From an optimization exercise on the open Yosys and OpenROAD flow, aimed at small area, a short achievable clock period and few clock cycles per item; shortcuts taken in it are not production practice.
Only simulation tests tie the RTL to the original design; equivalence was not proved.
No activity file was given, so power comes from the tool's default toggle rates.

== lane 1 ==
// csa_multiplier
module csa_multiplier (
    input  logic        clk,
    input  logic        rst_n,
    input  logic        in_valid,
    input  logic [15:0] x,
    input  logic [15:0] y,
    output logic        out_valid,
    output logic [31:0] product
);
Size: about 930 cells after synthesis, roughly 220 flip-flops, ~68 I/O pins, ~11000 sq um of cells after synthesis.
clock: 6.5 ns
lec_check: 0
cap_margin: 20
core_margin: 2
core_utilization: 40
cts_cluster_diameter: 100
cts_cluster_size: 30
place_density: 0.7
setup_slack_margin: 4.25
slew_margin: 20
standard.sh (not shown) runs the stock make flow with config.mk's settings and CLKGATE_MAP_FILE= SYNTH_SCRIPT=/design/flow/synth_recipe.tcl, a recipe that flattens the netlist after the stock synthesis.
==> flow/flow/run.sh <==
#!/bin/bash
# Own layout flow: the standard layout with two changes.
# 1. Synthesis: Yosys's synth runs with -noabc, so its early "abc -fast" pass
#    does not re-map the hand-written full/half adders before extract_fa maps
#    them to the library's fa/ha cells (no inverters between adders).
# 2. Port buffers: buffer_ports still gives every input and output port a
#    buffer, but uses the plain buffer named below instead of the delay cell
#    it picks by default.
# Everything else is the standard flow (standard.sh, ORFS make targets).
set -euo pipefail
here=$(pwd)
sed 's/yosys synth -nofsm -noshare /yosys synth -nofsm -noshare -noabc /' synth_recipe.tcl > noabc_synth.tcl
grep -q -- "-noabc" noabc_synth.tcl
export BUFFER_PORTS_ARGS="-buffer_cell sky130_fd_sc_hd__buf_1"
bash standard.sh SYNTH_SCRIPT="$here/noabc_synth.tcl" finish > "$here/flow_make.log" 2>&1
Testbench counts of lane 1, summed over its fixed seeds: cycles 12,024, items 12,000.
### lane 1 -> lane 2
Settings: a change of CTS_CLUSTER_DIAMETER from 100 to 80; a deleted PLACE_DENSITY that had been 0.7.
Results
- t1_c18_2$_DFF_P_ as the worst setup path startpoint was reported by lane 2, and t1_c18_1$_DFF_P_ by lane 1.
- There was hardly any difference in total instance count after detailed placement between lane 2 and lane 1.
- Power share of the clock group up 3.2 points in lane 2 wrt lane 1
- Compared to lane 1, lane 2 shows a wider setup margin.
- Going from lane 1 to lane 2, clock power saw an increase, power saw an increase, number of primary I/O pins saw little to no change, power share of the combinational group saw a decrease, minimum clock period saw a decrease.


csa_multiplier, a different RTL version from the one above (not shown whole).
Size in the first run: about 990 cells after synthesis, about 68 I/O pins, about 11000 µm² of cells after synthesis.
==> flow/config.mk <==
export PLATFORM = sky130hd
export DESIGN_NAME = csa_multiplier
export DESIGN_NICKNAME = csa_multiplier
export VERILOG_FILES = /design/flow/design.v
export SDC_FILE = /design/flow/constraint.sdc
export NUM_CORES = 4
export LEC_CHECK = 0
export CAP_MARGIN = 20
export CORE_MARGIN = 2
export CORE_UTILIZATION = 40
export CTS_CLUSTER_DIAMETER = 80
export CTS_CLUSTER_SIZE = 24
export SETUP_SLACK_MARGIN = 4.2
export SLEW_MARGIN = 20
==> flow/constraint.sdc <==
create_clock -name core_clock -period 6.5 [get_ports {clk}]
set_input_delay 1.3000 -clock core_clock [delete_from_list [all_inputs] [get_ports {clk}]]
set_output_delay 1.3000 -clock core_clock [all_outputs]
set_load 0.01 [all_outputs]
Scripts as last shown in full above: flow/flow/run.sh
Testbench counts at the start, summed over its fixed seeds: cycles 12,024, items 12,000.
Rerun with:
CORE_UTILIZATION = 60   (was 40)
SETUP_SLACK_MARGIN = 4.3   (was 4.2)
- first-iteration DRC count increases by about a fifth
- die area decreases by a quarter to a third
- critical path depth does not change
Rerun with:
CORE_UTILIZATION = 40   (was 60)
PLACE_DENSITY = 0.8   (was not set)
Result: Sequential cell count is unchanged; core utilization falls by 21 points; synthesized area stays the same; worst hold slack is worse by 11 ps; count of clock-buffer cells in the layout falls by 1.
Rerun with:
CTS_CLUSTER_DIAMETER = 100   (was 80)
CTS_CLUSTER_SIZE = 30   (was 24)
PLACE_DENSITY = not set   (was 0.8)
The changed run completed without violations.
Synthesized area is unchanged.
Clock-buffer cell count shrinks by 2.
First-iteration DRC count shrinks by about a fifth.
Clock skew grows by 18 ps.
Total power shrinks slightly.
Rerun with:
CTS_CLUSTER_DIAMETER = 80   (was 100)
CTS_CLUSTER_SIZE = 24   (was 30)
GPL_TIMING_DRIVEN = 0   (was not set)
Fmax went up by 0.55%.
Die area does not change.
Final cell count went up by 6.8%.
Hold slack is better by 14 ps.
Design area went up by 8.4%.
Synthesized area is unchanged.
Core utilization went up by 3.8 points.


Starting RTL as in the previous note.
Settings: LEC_CHECK=0, CAP_MARGIN=20, CORE_MARGIN=2, CORE_UTILIZATION=40, CTS_CLUSTER_DIAMETER=80, CTS_CLUSTER_SIZE=24, SETUP_SLACK_MARGIN=4.35, SLEW_MARGIN=20; clock period 6.5 ns.
Scripts as last shown in full above: flow/flow/run.sh
Testbench counts at the start, summed over its fixed seeds: cycles 12,024, items 12,000.
Change:
--- a/flow/config.mk
+++ b/flow/config.mk
@@ -13 +13 @@
-export SETUP_SLACK_MARGIN = 4.35
+export SETUP_SLACK_MARGIN = 4.25
Result: The changed run completed with no timing, DRC or antenna violations; sequential share of layout area climbs by 0.35 points; final cell count barely changes; global-route usage stays flat; synthesized area stays the same; power falls by 8.4%; die area does not change; via count went down by 1.9%.
Change:
--- a/flow/config.mk
+++ b/flow/config.mk
@@ -13 +13 @@
-export SETUP_SLACK_MARGIN = 4.25
+export SETUP_SLACK_MARGIN = 4.3
@@ -14,0 +15 @@
+export TNS_END_PERCENT = 0
Result: The changed run completed without violations; register-to-register slack loses 0.06 ns; count of clock-buffer cells in the layout is lower by 3; clock skew is about the same.
Change:
--- a/flow/config.mk
+++ b/flow/config.mk
@@ -11,2 +10,0 @@
-export CTS_CLUSTER_DIAMETER = 80
-export CTS_CLUSTER_SIZE = 24
@@ -15 +12,0 @@
-export TNS_END_PERCENT = 0
The new run finished clean.
Routed wire length grows by 0.78%.
Cell area grows by 4.8%.
Register-to-register slack improves by 0.05 ns.
Setup slack improves by 0.055 ns.
Hold slack degrades by 0.0056 ns.
Clock-buffer cell count grows by 21.

==> static timing again, ports no longer ideal <==
How much do the figures lean on ideal ports? The routed layouts below were timed once more, with nothing changed but the port constraints. Step 1: set_driving_cell puts a clkbuf_16 on clk and a buf_2 on each other input, an assumption about the parent block. Step 2, shift: input delay + t, output delay - t, t = (earliest + latest rising clock arrival at the registers) / 2. This alone moves slack from input paths to output paths. Slacks: no drivers / after step 1 / after step 2; pairs: no drivers / after step 1.
run	t, ns	slack for setup (ns)	hold WS [ns]	latest minus earliest clock arrival (ns)
lane 1	0.504	4.204 / 4.204 / 4.204	0.338 / 0.338 / 0.338	0.021 / 0.022
lane 2	0.536	4.238 / 4.204 / 4.238	0.335 / 0.335 / 0.335	0.027 / 0.027
the first run of note 2	0.520	4.200 / 4.200 / 4.200	0.331 / 0.331 / 0.331	0.023 / 0.023
the second run of note 2	0.514	4.245 / 4.236 / 4.245	0.333 / 0.333 / 0.333	0.018 / 0.018
the third run of note 2	0.528	4.255 / 4.208 / 4.277	0.322 / 0.322 / 0.322	0.014 / 0.014
the fourth run of note 2	0.526	4.253 / 4.222 / 4.253	0.317 / 0.317 / 0.317	0.032 / 0.031
the fifth run of note 2	0.534	4.265 / 4.219 / 4.265	0.331 / 0.331 / 0.331	0.035 / 0.035
the first run of note 3	0.522	4.266 / 4.232 / 4.266	0.333 / 0.333 / 0.333	0.015 / 0.015
the second run of note 3	0.522	4.256 / 4.233 / 4.256	0.332 / 0.332 / 0.332	0.027 / 0.028
the third run of note 3	0.536	4.201 / 4.198 / 4.201	0.331 / 0.331 / 0.331	0.021 / 0.021
the fourth run of note 3	0.556	4.255 / 4.215 / 4.255	0.326 / 0.326 / 0.326	0.009 / 0.009
After both steps every run listed still meets setup and hold.
